Context: an optimization exercise on an open-source flow, tuned for small area, a short achievable clock period and few clock cycles per item. The choices shown serve that exercise and are no tape-out recipe.
The RTL was checked by simulation tests, not by an equivalence proof against the original design.
No activity file was given, so power comes from the tool's default toggle rates.

==> inputs of trial 81 <==
==> flow/design.v (excerpt) <==
module ddr_persona_top (
   input  logic                      pr_region_clk,
   input  logic                      rst_n,
   input  logic [reg_addr_width-1:0] reg_address,
   input  logic                      reg_write,
   input  logic                      reg_read,
   input  logic [data_width-1:0]     reg_writedata,
   output logic [data_width-1:0]     reg_readdata
);
==> flow/config.mk <==
export PLATFORM = sky130hd
export DESIGN_NAME = ddr_persona_top
export DESIGN_NICKNAME = ddr_persona_top
export VERILOG_FILES = /design/flow/design.v
export SDC_FILE = /design/flow/constraint.sdc
export NUM_CORES = 4
export LEC_CHECK = 0
export CAP_MARGIN = 20
export CORE_MARGIN = 2
export CORE_UTILIZATION = 55
export CTS_CLUSTER_DIAMETER = 70
export CTS_CLUSTER_SIZE = 20
export SETUP_SLACK_MARGIN = 3.8
export SLEW_MARGIN = 20
export TNS_END_PERCENT = 10
==> flow/constraint.sdc <==
create_clock -name core_clock -period 6.5 [get_ports {pr_region_clk}]
set_input_delay 1.3000 -clock core_clock [delete_from_list [all_inputs] [get_ports {pr_region_clk}]]
set_output_delay 1.3000 -clock core_clock [all_outputs]
set_load 0.01 [all_outputs]
standard.sh (not shown) runs the stock make flow with config.mk's settings and CLKGATE_MAP_FILE= SYNTH_SCRIPT=/design/flow/synth_recipe.tcl, a recipe that flattens the netlist after the stock synthesis.
==> flow/flow/run.sh <==
#!/bin/bash
# The standard layout, with the port buffers made of buf_4 cells instead of
# the default delay-buffer cells, so the register-to-output and
# input-to-register paths do not carry a slow buffer.
set -euo pipefail
bash standard.sh "BUFFER_PORTS_ARGS=-buffer_cell sky130_fd_sc_hd__buf_4" finish > standard_flow.log 2>&1
==> inputs of trial 90, as changes to trial 81 <==
--- a/flow/design.v
+++ b/flow/design.v
@@ -36,16 +36,16 @@
    output logic                      mode_inj,
    output logic [data_width-1:0]     base,
    output logic [count_width-1:0]    count,
    output logic [data_width-1:0]     seed,
    output logic [data_width-1:0]     base_next,
    output logic [count_width-1:0]    count_next,
    output logic [data_width-1:0]     seed_next,
-   output logic                      geom_stale,
    output logic                      base_wr,
+   output logic                      count_wr,
    output logic                      seed_wr,
    input  logic                      run_done,
    input  logic                      busy,
    input  logic                      done,
    input  logic                      pass,
    input  logic [count_width-1:0]    error_count,
    input  logic [count_width-1:0]    words_checked
@@ -55,15 +55,14 @@
    logic                   inject_bit;
    logic                   verify_bit;
    logic                   wronly_bit;
    logic [data_width-1:0]  base_reg;
    logic [data_width-1:0]  seed_reg;
    logic [count_width-1:0] count_reg;
    logic [data_width-1:0]  rd_mux;
-   logic                   geom_wr_q;
    assign write_control = reg_write && (reg_address == reg_control);
    assign start_run = write_control && reg_writedata[ctrl_start_bit] && !reg_writedata[ctrl_clr_bit];
    assign clear_run = write_control && reg_writedata[ctrl_clr_bit];
    assign mode_wr  = !reg_writedata[ctrl_verify_bit];
    assign mode_rd  = reg_writedata[ctrl_verify_bit] || !reg_writedata[ctrl_wronly_bit];
    assign mode_inj = reg_writedata[ctrl_inject_bit] && !reg_writedata[ctrl_verify_bit];
    always_comb begin
@@ -76,20 +75,16 @@
          if ((|reg_writedata[data_width-1:count_width]) ||
              (reg_writedata[count_width-1] && (|reg_writedata[count_width-2:0])))
             count_next = 7'd64;
          else
             count_next = reg_writedata[count_width-1:0];
       end
    end
-   always_ff @(posedge pr_region_clk or negedge rst_n) begin
-      if (!rst_n) geom_wr_q <= 1'b0;
-      else        geom_wr_q <= reg_write && ((reg_address == reg_base) || (reg_address == reg_count));
-   end
-   assign geom_stale = geom_wr_q;
    assign base_wr    = reg_write && (reg_address == reg_base);
+   assign count_wr   = reg_write && (reg_address == reg_count);
    assign seed_wr    = reg_write && (reg_address == reg_seed);
    always_ff @(posedge pr_region_clk or negedge rst_n) begin
       if (!rst_n) begin
          start_bit  <= 1'b0;
          inject_bit <= 1'b0;
          verify_bit <= 1'b0;
          wronly_bit <= 1'b0;
@@ -136,86 +131,73 @@
    input  logic pr_region_clk,
    input  logic rst_n,
    input  logic start_run,
    input  logic clear_run,
    input  logic mode_wr,
    input  logic mode_rd,
    input  logic mode_inj,
-   input  logic geom_stale,
    output logic cmp_next1,
    output logic wr_step1,
    output logic wr_step2,
    output logic wr_step3,
    output logic cmp_step1,
    output logic cmp_step2,
    output logic cmp_step3,
    output logic inject,
    output logic busy,
    output logic run_done
 );
-   logic m_wr;
    logic m_rd;
    logic m_inj;
-   logic pend_q;
-   logic run_go;
-   logic go_wr;
-   logic go_rd;
    always_ff @(posedge pr_region_clk or negedge rst_n) begin
       if (!rst_n) begin
-         pend_q    <= 1'b0;
          wr_step2  <= 1'b0;
          wr_step3  <= 1'b0;
          cmp_step1 <= 1'b0;
          cmp_step2 <= 1'b0;
          cmp_step3 <= 1'b0;
-         m_wr      <= 1'b0;
          m_rd      <= 1'b0;
          m_inj     <= 1'b0;
       end else if (clear_run) begin
-         pend_q    <= 1'b0;
          wr_step2  <= 1'b0;
          wr_step3  <= 1'b0;
          cmp_step1 <= 1'b0;
          cmp_step2 <= 1'b0;
          cmp_step3 <= 1'b0;
       end else begin
          if (start_run) begin
-            m_wr  <= mode_wr;
             m_rd  <= mode_rd;
             m_inj <= mode_inj;
          end
-         pend_q    <= start_run && geom_stale;
-         wr_step2  <= run_go && go_wr;
+         wr_step2  <= wr_step1;
          wr_step3  <= wr_step2 && m_inj;
          cmp_step1 <= cmp_next1;
          cmp_step2 <= cmp_step1;
          cmp_step3 <= cmp_step2 && m_inj;
       end
    end
-   assign run_go   = (start_run && !geom_stale) || pend_q;
-   assign go_wr    = pend_q ? m_wr : mode_wr;
-   assign go_rd    = pend_q ? m_rd : mode_rd;
-   assign wr_step1 = run_go && go_wr;
-   assign cmp_next1 = run_go && go_rd;
-   assign inject   = m_inj;
-   assign busy     = pend_q || wr_step2 || wr_step3 || cmp_step1 || cmp_step2 || cmp_step3;
+   assign wr_step1  = start_run && mode_wr;
+   assign cmp_next1 = start_run && mode_rd;
+   assign inject    = m_inj;
+   assign busy      = wr_step2 || wr_step3 || cmp_step1 || cmp_step2 || cmp_step3;
    assign run_done = !clear_run &&
                      ((!m_rd && ((wr_step2 && !m_inj) || wr_step3)) ||
                       (cmp_step2 && !m_inj) || cmp_step3);
 endmodule
 `timescale 1ns/1ps
 import ddr_persona_pkg::*;
 module traffic_generator (
    input  logic                      pr_region_clk,
    input  logic                      rst_n,
    input  logic [data_width-1:0]     base,
    input  logic [count_width-1:0]    count,
    input  logic [data_width-1:0]     seed,
    input  logic [data_width-1:0]     reg_writedata,
    input  logic                      base_wr,
+   input  logic                      count_wr,
    input  logic                      seed_wr,
    input  logic                      cmp_next1,
    input  logic                      wr_step1,
    input  logic                      wr_step2,
    input  logic                      wr_step3,
    input  logic                      cmp_step1,
    input  logic                      cmp_step2,
@@ -225,21 +207,31 @@
    output logic [mem_depth-1:0]      mismatch
 );
    logic [mem_addr_width-1:0] b;
    logic [hi_width-1:0]       s_hi;
    logic [mem_addr_width-1:0] s_lo;
    logic [mem_addr_width-1:0] wd_lo;
    logic [hi_width-1:0]       wd_hi;
-   logic [mem_addr_width:0]   run_end;
+   logic [mem_addr_width:0]   run_end_q;
    assign b      = base[mem_addr_width-1:0];
    assign s_hi   = seed[data_width-1:mem_addr_width];
    assign s_lo   = seed[mem_addr_width-1:0];
    assign wd_lo  = reg_writedata[mem_addr_width-1:0];
    assign wd_hi  = reg_writedata[data_width-1:mem_addr_width];
-   assign run_end = {1'b0, b} + count;
+   logic count_clamp;
+   assign count_clamp = (|wd_hi[hi_width-1:1]) || (reg_writedata[count_width-1] && (|wd_lo));
+   always_ff @(posedge pr_region_clk or negedge rst_n) begin
+      if (!rst_n) begin
+         run_end_q <= '0;
+      end else if (count_wr) begin
+         run_end_q <= count_clamp ? {1'b1, b} : {1'b0, b} + reg_writedata[count_width-1:0];
+      end else if (base_wr) begin
+         run_end_q <= {1'b0, wd_lo} + count;
+      end
+   end
    logic [mem_addr_width-1:0] x_lo_q;
    logic                      borrow_q;
    logic [hi_width-1:0]       s_hi_m1_q;
    logic [hi_width-1:0]       s_hi_p1_q;
    logic [hi_width-1:0]       x_hi;
    logic [hi_width-1:0]       x_hi1;
    always_ff @(posedge pr_region_clk or negedge rst_n) begin
@@ -256,47 +248,44 @@
       end else if (base_wr) begin
          x_lo_q    <= s_lo - wd_lo;
          borrow_q  <= (s_lo < wd_lo);
       end
    end
    assign x_hi  = borrow_q ? s_hi_m1_q : s_hi;
    assign x_hi1 = borrow_q ? s_hi : s_hi_p1_q;
-   logic [hi_width-1:0]   cmp_hi_q;
-   logic [data_width-1:0] wr_q;
-   logic [data_width-1:0] x_value;
-   logic [data_width-1:0] wr_value;
-   logic [data_width-1:0] cmp_value;
-   assign x_value = {x_hi, x_lo_q};
+   logic [hi_width-1:0]       cmp_hi_q;
+   logic [mem_addr_width-1:0] cmp_lo_q;
+   logic [data_width-1:0]     wr_q;
+   logic [mem_addr_width-1:0] inj_lo;
+   logic                      inj_borrow;
+   logic [data_width-1:0]     wr_value;
+   logic [data_width-1:0]     cmp_value;
+   assign inj_lo     = (s_lo ^ 6'd1) - b;
+   assign inj_borrow = ((s_lo ^ 6'd1) < b);
    always_ff @(posedge pr_region_clk) begin
       cmp_hi_q <= cmp_next1 ? x_hi1 : x_hi;
-      wr_q     <= wr_step2 ? (seed[0] ? x_value - 1'b1 : x_value + 1'b1) : x_value;
+      cmp_lo_q <= x_lo_q;
+      wr_q     <= wr_step2 ? {(inj_borrow ? s_hi_m1_q : s_hi), inj_lo} : {x_hi, x_lo_q};
    end
    assign wr_value  = (wr_step2 || wr_step3) ? wr_q : {x_hi1, x_lo_q};
-   assign cmp_value = {cmp_hi_q, x_lo_q};
+   assign cmp_value = {cmp_hi_q, cmp_lo_q};
    for (genvar a = 0; a < mem_depth; a++) begin : g_word
       logic ge_b, lt_end;
-      logic below_q, above_q;
+      logic below, above;
       logic is_b, sel1, sel2, sel3;
       logic wen;
       logic [data_width-1:0] word_q;
       assign ge_b   = (a >= b);
-      assign lt_end = (a < run_end[mem_addr_width-1:0]);
-      always_ff @(posedge pr_region_clk or negedge rst_n) begin
-         if (!rst_n) begin
-            below_q <= 1'b0;
-            above_q <= 1'b0;
-         end else begin
-            below_q <= !ge_b && run_end[mem_addr_width] && lt_end;
-            above_q <= ge_b && (run_end[mem_addr_width] || lt_end);
-         end
-      end
+      assign lt_end = (a < run_end_q[mem_addr_width-1:0]);
+      assign below  = !ge_b && run_end_q[mem_addr_width] && lt_end;
+      assign above  = ge_b && (run_end_q[mem_addr_width] || lt_end);
       assign is_b = (a == b);
-      assign sel1 = below_q;
-      assign sel2 = above_q && !(inject && is_b);
-      assign sel3 = above_q && is_b;
+      assign sel1 = below;
+      assign sel2 = above && !(inject && is_b);
+      assign sel3 = above && is_b;
       assign wen = (wr_step1 && sel1) || (wr_step2 && sel2) || (wr_step3 && sel3);
       assign cmp_valid[a] = (cmp_step1 && sel1) || (cmp_step2 && sel2) || (cmp_step3 && sel3);
       assign mismatch[a]  = (word_q != cmp_value);
       always_ff @(posedge pr_region_clk) begin
          if (wen) word_q <= wr_value;
       end
    end
@@ -617,16 +606,16 @@
    logic                   done;
    logic                   pass;
    logic [count_width-1:0] error_count;
    logic [count_width-1:0] words_checked;
    logic                   wr_step1, wr_step2, wr_step3;
    logic                   cmp_step1, cmp_step2, cmp_step3;
    logic                   inject;
-   logic                   geom_stale;
    logic                   base_wr;
+   logic                   count_wr;
    logic                   seed_wr;
    logic                   cmp_next1;
    logic [mem_depth-1:0]   cmp_valid;
    logic [mem_depth-1:0]   mismatch;
    persona_reg_decode i_reg_decode (
       .pr_region_clk (pr_region_clk),
       .rst_n         (rst_n),
@@ -642,16 +631,16 @@
       .mode_inj      (mode_inj),
       .base          (base),
       .count         (count),
       .seed          (seed),
       .base_next     (base_next),
       .count_next    (count_next),
       .seed_next     (seed_next),
-      .geom_stale    (geom_stale),
       .base_wr       (base_wr),
+      .count_wr      (count_wr),
       .seed_wr       (seed_wr),
       .run_done      (run_done),
       .busy          (busy),
       .done          (done),
       .pass          (pass),
       .error_count   (error_count),
       .words_checked (words_checked)
@@ -660,15 +649,14 @@
       .pr_region_clk (pr_region_clk),
       .rst_n         (rst_n),
       .start_run     (start_run),
       .clear_run     (clear_run),
       .mode_wr       (mode_wr),
       .mode_rd       (mode_rd),
       .mode_inj      (mode_inj),
-      .geom_stale    (geom_stale),
       .cmp_next1     (cmp_next1),
       .wr_step1      (wr_step1),
       .wr_step2      (wr_step2),
       .wr_step3      (wr_step3),
       .cmp_step1     (cmp_step1),
       .cmp_step2     (cmp_step2),
       .cmp_step3     (cmp_step3),
@@ -680,14 +668,15 @@
       .pr_region_clk (pr_region_clk),
       .rst_n         (rst_n),
       .base          (base),
       .count         (count),
       .seed          (seed),
       .reg_writedata (reg_writedata),
       .base_wr       (base_wr),
+      .count_wr      (count_wr),
       .seed_wr       (seed_wr),
       .cmp_next1     (cmp_next1),
       .wr_step1      (wr_step1),
       .wr_step2      (wr_step2),
       .wr_step3      (wr_step3),
       .cmp_step1     (cmp_step1),
       .cmp_step2     (cmp_step2),
CORE_UTILIZATION = 65   (was 55)
SETUP_SLACK_MARGIN = 3.7   (was 3.8)
TNS_END_PERCENT = 50   (was 10)
==> inputs of trial 94, as changes to trial 81 <==
--- a/flow/design.v
+++ b/flow/design.v
@@ -36,16 +36,16 @@
    output logic                      mode_inj,
    output logic [data_width-1:0]     base,
    output logic [count_width-1:0]    count,
    output logic [data_width-1:0]     seed,
    output logic [data_width-1:0]     base_next,
    output logic [count_width-1:0]    count_next,
    output logic [data_width-1:0]     seed_next,
-   output logic                      geom_stale,
    output logic                      base_wr,
+   output logic                      count_wr,
    output logic                      seed_wr,
    input  logic                      run_done,
    input  logic                      busy,
    input  logic                      done,
    input  logic                      pass,
    input  logic [count_width-1:0]    error_count,
    input  logic [count_width-1:0]    words_checked
@@ -55,15 +55,14 @@
    logic                   inject_bit;
    logic                   verify_bit;
    logic                   wronly_bit;
    logic [data_width-1:0]  base_reg;
    logic [data_width-1:0]  seed_reg;
    logic [count_width-1:0] count_reg;
    logic [data_width-1:0]  rd_mux;
-   logic                   geom_wr_q;
    assign write_control = reg_write && (reg_address == reg_control);
    assign start_run = write_control && reg_writedata[ctrl_start_bit] && !reg_writedata[ctrl_clr_bit];
    assign clear_run = write_control && reg_writedata[ctrl_clr_bit];
    assign mode_wr  = !reg_writedata[ctrl_verify_bit];
    assign mode_rd  = reg_writedata[ctrl_verify_bit] || !reg_writedata[ctrl_wronly_bit];
    assign mode_inj = reg_writedata[ctrl_inject_bit] && !reg_writedata[ctrl_verify_bit];
    always_comb begin
@@ -76,20 +75,16 @@
          if ((|reg_writedata[data_width-1:count_width]) ||
              (reg_writedata[count_width-1] && (|reg_writedata[count_width-2:0])))
             count_next = 7'd64;
          else
             count_next = reg_writedata[count_width-1:0];
       end
    end
-   always_ff @(posedge pr_region_clk or negedge rst_n) begin
-      if (!rst_n) geom_wr_q <= 1'b0;
-      else        geom_wr_q <= reg_write && ((reg_address == reg_base) || (reg_address == reg_count));
-   end
-   assign geom_stale = geom_wr_q;
    assign base_wr    = reg_write && (reg_address == reg_base);
+   assign count_wr   = reg_write && (reg_address == reg_count);
    assign seed_wr    = reg_write && (reg_address == reg_seed);
    always_ff @(posedge pr_region_clk or negedge rst_n) begin
       if (!rst_n) begin
          start_bit  <= 1'b0;
          inject_bit <= 1'b0;
          verify_bit <= 1'b0;
          wronly_bit <= 1'b0;
@@ -136,86 +131,73 @@
    input  logic pr_region_clk,
    input  logic rst_n,
    input  logic start_run,
    input  logic clear_run,
    input  logic mode_wr,
    input  logic mode_rd,
    input  logic mode_inj,
-   input  logic geom_stale,
    output logic cmp_next1,
    output logic wr_step1,
    output logic wr_step2,
    output logic wr_step3,
    output logic cmp_step1,
    output logic cmp_step2,
    output logic cmp_step3,
    output logic inject,
    output logic busy,
    output logic run_done
 );
-   logic m_wr;
    logic m_rd;
    logic m_inj;
-   logic pend_q;
-   logic run_go;
-   logic go_wr;
-   logic go_rd;
    always_ff @(posedge pr_region_clk or negedge rst_n) begin
       if (!rst_n) begin
-         pend_q    <= 1'b0;
          wr_step2  <= 1'b0;
          wr_step3  <= 1'b0;
          cmp_step1 <= 1'b0;
          cmp_step2 <= 1'b0;
          cmp_step3 <= 1'b0;
-         m_wr      <= 1'b0;
          m_rd      <= 1'b0;
          m_inj     <= 1'b0;
       end else if (clear_run) begin
-         pend_q    <= 1'b0;
          wr_step2  <= 1'b0;
          wr_step3  <= 1'b0;
          cmp_step1 <= 1'b0;
          cmp_step2 <= 1'b0;
          cmp_step3 <= 1'b0;
       end else begin
          if (start_run) begin
-            m_wr  <= mode_wr;
             m_rd  <= mode_rd;
             m_inj <= mode_inj;
          end
-         pend_q    <= start_run && geom_stale;
-         wr_step2  <= run_go && go_wr;
+         wr_step2  <= wr_step1;
          wr_step3  <= wr_step2 && m_inj;
          cmp_step1 <= cmp_next1;
          cmp_step2 <= cmp_step1;
          cmp_step3 <= cmp_step2 && m_inj;
       end
    end
-   assign run_go   = (start_run && !geom_stale) || pend_q;
-   assign go_wr    = pend_q ? m_wr : mode_wr;
-   assign go_rd    = pend_q ? m_rd : mode_rd;
-   assign wr_step1 = run_go && go_wr;
-   assign cmp_next1 = run_go && go_rd;
-   assign inject   = m_inj;
-   assign busy     = pend_q || wr_step2 || wr_step3 || cmp_step1 || cmp_step2 || cmp_step3;
+   assign wr_step1  = start_run && mode_wr;
+   assign cmp_next1 = start_run && mode_rd;
+   assign inject    = m_inj;
+   assign busy      = wr_step2 || wr_step3 || cmp_step1 || cmp_step2 || cmp_step3;
    assign run_done = !clear_run &&
                      ((!m_rd && ((wr_step2 && !m_inj) || wr_step3)) ||
                       (cmp_step2 && !m_inj) || cmp_step3);
 endmodule
 `timescale 1ns/1ps
 import ddr_persona_pkg::*;
 module traffic_generator (
    input  logic                      pr_region_clk,
    input  logic                      rst_n,
    input  logic [data_width-1:0]     base,
    input  logic [count_width-1:0]    count,
    input  logic [data_width-1:0]     seed,
    input  logic [data_width-1:0]     reg_writedata,
    input  logic                      base_wr,
+   input  logic                      count_wr,
    input  logic                      seed_wr,
    input  logic                      cmp_next1,
    input  logic                      wr_step1,
    input  logic                      wr_step2,
    input  logic                      wr_step3,
    input  logic                      cmp_step1,
    input  logic                      cmp_step2,
@@ -225,21 +207,31 @@
    output logic [mem_depth-1:0]      mismatch
 );
    logic [mem_addr_width-1:0] b;
    logic [hi_width-1:0]       s_hi;
    logic [mem_addr_width-1:0] s_lo;
    logic [mem_addr_width-1:0] wd_lo;
    logic [hi_width-1:0]       wd_hi;
-   logic [mem_addr_width:0]   run_end;
+   logic [mem_addr_width:0]   run_end_q;
    assign b      = base[mem_addr_width-1:0];
    assign s_hi   = seed[data_width-1:mem_addr_width];
    assign s_lo   = seed[mem_addr_width-1:0];
    assign wd_lo  = reg_writedata[mem_addr_width-1:0];
    assign wd_hi  = reg_writedata[data_width-1:mem_addr_width];
-   assign run_end = {1'b0, b} + count;
+   logic count_clamp;
+   assign count_clamp = (|wd_hi[hi_width-1:1]) || (reg_writedata[count_width-1] && (|wd_lo));
+   always_ff @(posedge pr_region_clk or negedge rst_n) begin
+      if (!rst_n) begin
+         run_end_q <= '0;
+      end else if (count_wr) begin
+         run_end_q <= count_clamp ? {1'b1, b} : {1'b0, b} + reg_writedata[count_width-1:0];
+      end else if (base_wr) begin
+         run_end_q <= {1'b0, wd_lo} + count;
+      end
+   end
    logic [mem_addr_width-1:0] x_lo_q;
    logic                      borrow_q;
    logic [hi_width-1:0]       s_hi_m1_q;
    logic [hi_width-1:0]       s_hi_p1_q;
    logic [hi_width-1:0]       x_hi;
    logic [hi_width-1:0]       x_hi1;
    always_ff @(posedge pr_region_clk or negedge rst_n) begin
@@ -256,47 +248,44 @@
       end else if (base_wr) begin
          x_lo_q    <= s_lo - wd_lo;
          borrow_q  <= (s_lo < wd_lo);
       end
    end
    assign x_hi  = borrow_q ? s_hi_m1_q : s_hi;
    assign x_hi1 = borrow_q ? s_hi : s_hi_p1_q;
-   logic [hi_width-1:0]   cmp_hi_q;
-   logic [data_width-1:0] wr_q;
-   logic [data_width-1:0] x_value;
-   logic [data_width-1:0] wr_value;
-   logic [data_width-1:0] cmp_value;
-   assign x_value = {x_hi, x_lo_q};
+   logic [hi_width-1:0]       cmp_hi_q;
+   logic [mem_addr_width-1:0] cmp_lo_q;
+   logic [data_width-1:0]     wr_q;
+   logic [mem_addr_width-1:0] inj_lo;
+   logic                      inj_borrow;
+   logic [data_width-1:0]     wr_value;
+   logic [data_width-1:0]     cmp_value;
+   assign inj_lo     = (s_lo ^ 6'd1) - b;
+   assign inj_borrow = ((s_lo ^ 6'd1) < b);
    always_ff @(posedge pr_region_clk) begin
       cmp_hi_q <= cmp_next1 ? x_hi1 : x_hi;
-      wr_q     <= wr_step2 ? (seed[0] ? x_value - 1'b1 : x_value + 1'b1) : x_value;
+      cmp_lo_q <= x_lo_q;
+      wr_q     <= wr_step2 ? {(inj_borrow ? s_hi_m1_q : s_hi), inj_lo} : {x_hi, x_lo_q};
    end
    assign wr_value  = (wr_step2 || wr_step3) ? wr_q : {x_hi1, x_lo_q};
-   assign cmp_value = {cmp_hi_q, x_lo_q};
+   assign cmp_value = {cmp_hi_q, cmp_lo_q};
    for (genvar a = 0; a < mem_depth; a++) begin : g_word
       logic ge_b, lt_end;
-      logic below_q, above_q;
+      logic below, above;
       logic is_b, sel1, sel2, sel3;
       logic wen;
       logic [data_width-1:0] word_q;
       assign ge_b   = (a >= b);
-      assign lt_end = (a < run_end[mem_addr_width-1:0]);
-      always_ff @(posedge pr_region_clk or negedge rst_n) begin
-         if (!rst_n) begin
-            below_q <= 1'b0;
-            above_q <= 1'b0;
-         end else begin
-            below_q <= !ge_b && run_end[mem_addr_width] && lt_end;
-            above_q <= ge_b && (run_end[mem_addr_width] || lt_end);
-         end
-      end
+      assign lt_end = (a < run_end_q[mem_addr_width-1:0]);
+      assign below  = !ge_b && run_end_q[mem_addr_width] && lt_end;
+      assign above  = ge_b && (run_end_q[mem_addr_width] || lt_end);
       assign is_b = (a == b);
-      assign sel1 = below_q;
-      assign sel2 = above_q && !(inject && is_b);
-      assign sel3 = above_q && is_b;
+      assign sel1 = below;
+      assign sel2 = above && !(inject && is_b);
+      assign sel3 = above && is_b;
       assign wen = (wr_step1 && sel1) || (wr_step2 && sel2) || (wr_step3 && sel3);
       assign cmp_valid[a] = (cmp_step1 && sel1) || (cmp_step2 && sel2) || (cmp_step3 && sel3);
       assign mismatch[a]  = (word_q != cmp_value);
       always_ff @(posedge pr_region_clk) begin
          if (wen) word_q <= wr_value;
       end
    end
@@ -617,16 +606,16 @@
    logic                   done;
    logic                   pass;
    logic [count_width-1:0] error_count;
    logic [count_width-1:0] words_checked;
    logic                   wr_step1, wr_step2, wr_step3;
    logic                   cmp_step1, cmp_step2, cmp_step3;
    logic                   inject;
-   logic                   geom_stale;
    logic                   base_wr;
+   logic                   count_wr;
    logic                   seed_wr;
    logic                   cmp_next1;
    logic [mem_depth-1:0]   cmp_valid;
    logic [mem_depth-1:0]   mismatch;
    persona_reg_decode i_reg_decode (
       .pr_region_clk (pr_region_clk),
       .rst_n         (rst_n),
@@ -642,16 +631,16 @@
       .mode_inj      (mode_inj),
       .base          (base),
       .count         (count),
       .seed          (seed),
       .base_next     (base_next),
       .count_next    (count_next),
       .seed_next     (seed_next),
-      .geom_stale    (geom_stale),
       .base_wr       (base_wr),
+      .count_wr      (count_wr),
       .seed_wr       (seed_wr),
       .run_done      (run_done),
       .busy          (busy),
       .done          (done),
       .pass          (pass),
       .error_count   (error_count),
       .words_checked (words_checked)
@@ -660,15 +649,14 @@
       .pr_region_clk (pr_region_clk),
       .rst_n         (rst_n),
       .start_run     (start_run),
       .clear_run     (clear_run),
       .mode_wr       (mode_wr),
       .mode_rd       (mode_rd),
       .mode_inj      (mode_inj),
-      .geom_stale    (geom_stale),
       .cmp_next1     (cmp_next1),
       .wr_step1      (wr_step1),
       .wr_step2      (wr_step2),
       .wr_step3      (wr_step3),
       .cmp_step1     (cmp_step1),
       .cmp_step2     (cmp_step2),
       .cmp_step3     (cmp_step3),
@@ -680,14 +668,15 @@
       .pr_region_clk (pr_region_clk),
       .rst_n         (rst_n),
       .base          (base),
       .count         (count),
       .seed          (seed),
       .reg_writedata (reg_writedata),
       .base_wr       (base_wr),
+      .count_wr      (count_wr),
       .seed_wr       (seed_wr),
       .cmp_next1     (cmp_next1),
       .wr_step1      (wr_step1),
       .wr_step2      (wr_step2),
       .wr_step3      (wr_step3),
       .cmp_step1     (cmp_step1),
       .cmp_step2     (cmp_step2),
SETUP_SLACK_MARGIN = 3.7   (was 3.8)
TNS_END_PERCENT = 50   (was 10)
==> notes <==
- Sequential power is about the same in trial 90 and trial 94.
- Trial 94 finished clean. Trial 90 went through all stages and came out clean. Trial 81 completed without violations.
- Between trial 81 and trial 90, the lower power is in trial 90 (gap about 0.34%, measured against trial 90).
- Sequential cell count: trial 81 is higher than trial 90 (117).
- Global-route usage: trial 81 < trial 94 < trial 90.
- The highest via count belongs to trial 90, the lowest to trial 94.
- Die area, highest first: trial 81, trial 94, trial 90.
==> figures <==
Worst setup path endpoint: trial 81 i_traffic_gen.wr_q[30]; trial 94 i_traffic_gen.g_word[59].word_q[26]; trial 90 i_traffic_gen.g_word[41].word_q[1]
Clock edge transition at the registers on the reported setup and hold paths: trial 81 80 ps; trial 94 90 ps; trial 90 90 ps
Multi-input logic cell count: trial 81 4848; trial 94 4743; trial 90 4748
Static leakage: trial 81 45.6 nW; trial 94 42.2 nW; trial 90 42.3 nW
Synthesized instance count: trial 81 7816; trial 94 7602; trial 90 7602
First-pass GRT wire length: trial 81 525 mm; trial 94 536 mm; trial 90 531 mm
Routed wire length: trial 81 395 mm; trial 94 406 mm; trial 90 395 mm
Postcts setup bufs: trial 81 65; trial 94 114; trial 90 146
Number of diodes added for antenna fixing: trial 81 12; trial 94 14; trial 90 8
Net count of the mapped netlist: trial 81 7922; trial 94 7691; trial 90 7691
Outcome: trial 81 finished clean; trial 94 finished clean; trial 90 finished clean
Tap cell count: trial 81 2640; trial 94 2526; trial 90 2175
Cell repeated most along the worst path: trial 81 sky130_fd_sc_hd__a31oi_4; trial 94 sky130_fd_sc_hd__buf_4; trial 90 -
Testbench counts of trial 81, summed over its fixed seeds: cycles 9,741, words 40,972.
Testbench counts of trial 90, summed over its fixed seeds: cycles 9,741, words 40,972.
Testbench counts of trial 94, summed over its fixed seeds: cycles 9,741, words 40,972.

-- separate check: timing with driven ports --
Ports are ideal in the flow. The routed layouts listed here were re-timed in OpenROAD. Step 1 sets driving cells, clkbuf_16 on the clock port and buf_2 on the other inputs (assumed; they add their load-dependent delay and slew). Step 2 also shifts input and output timing later by t, the mid clock arrival at the registers, as if the neighbouring blocks saw the same clock. Three values: ideal, step 1, step 2; two values: the first two.
run	shift t [ns]	slack for setup (ns)	cell pins on the clock port's net
trial 81	0.951	3.244 / 3.244 / 2.741	1
trial 90	0.931	3.443 / 3.443 / 2.629	1
trial 94	0.950	3.530 / 3.530 / 2.673	1
After both steps setup and hold are still met in every run listed. The setup slack of trial 94, which loses most, moves by 0.000 ns with the drivers and by -0.857 ns with both steps.
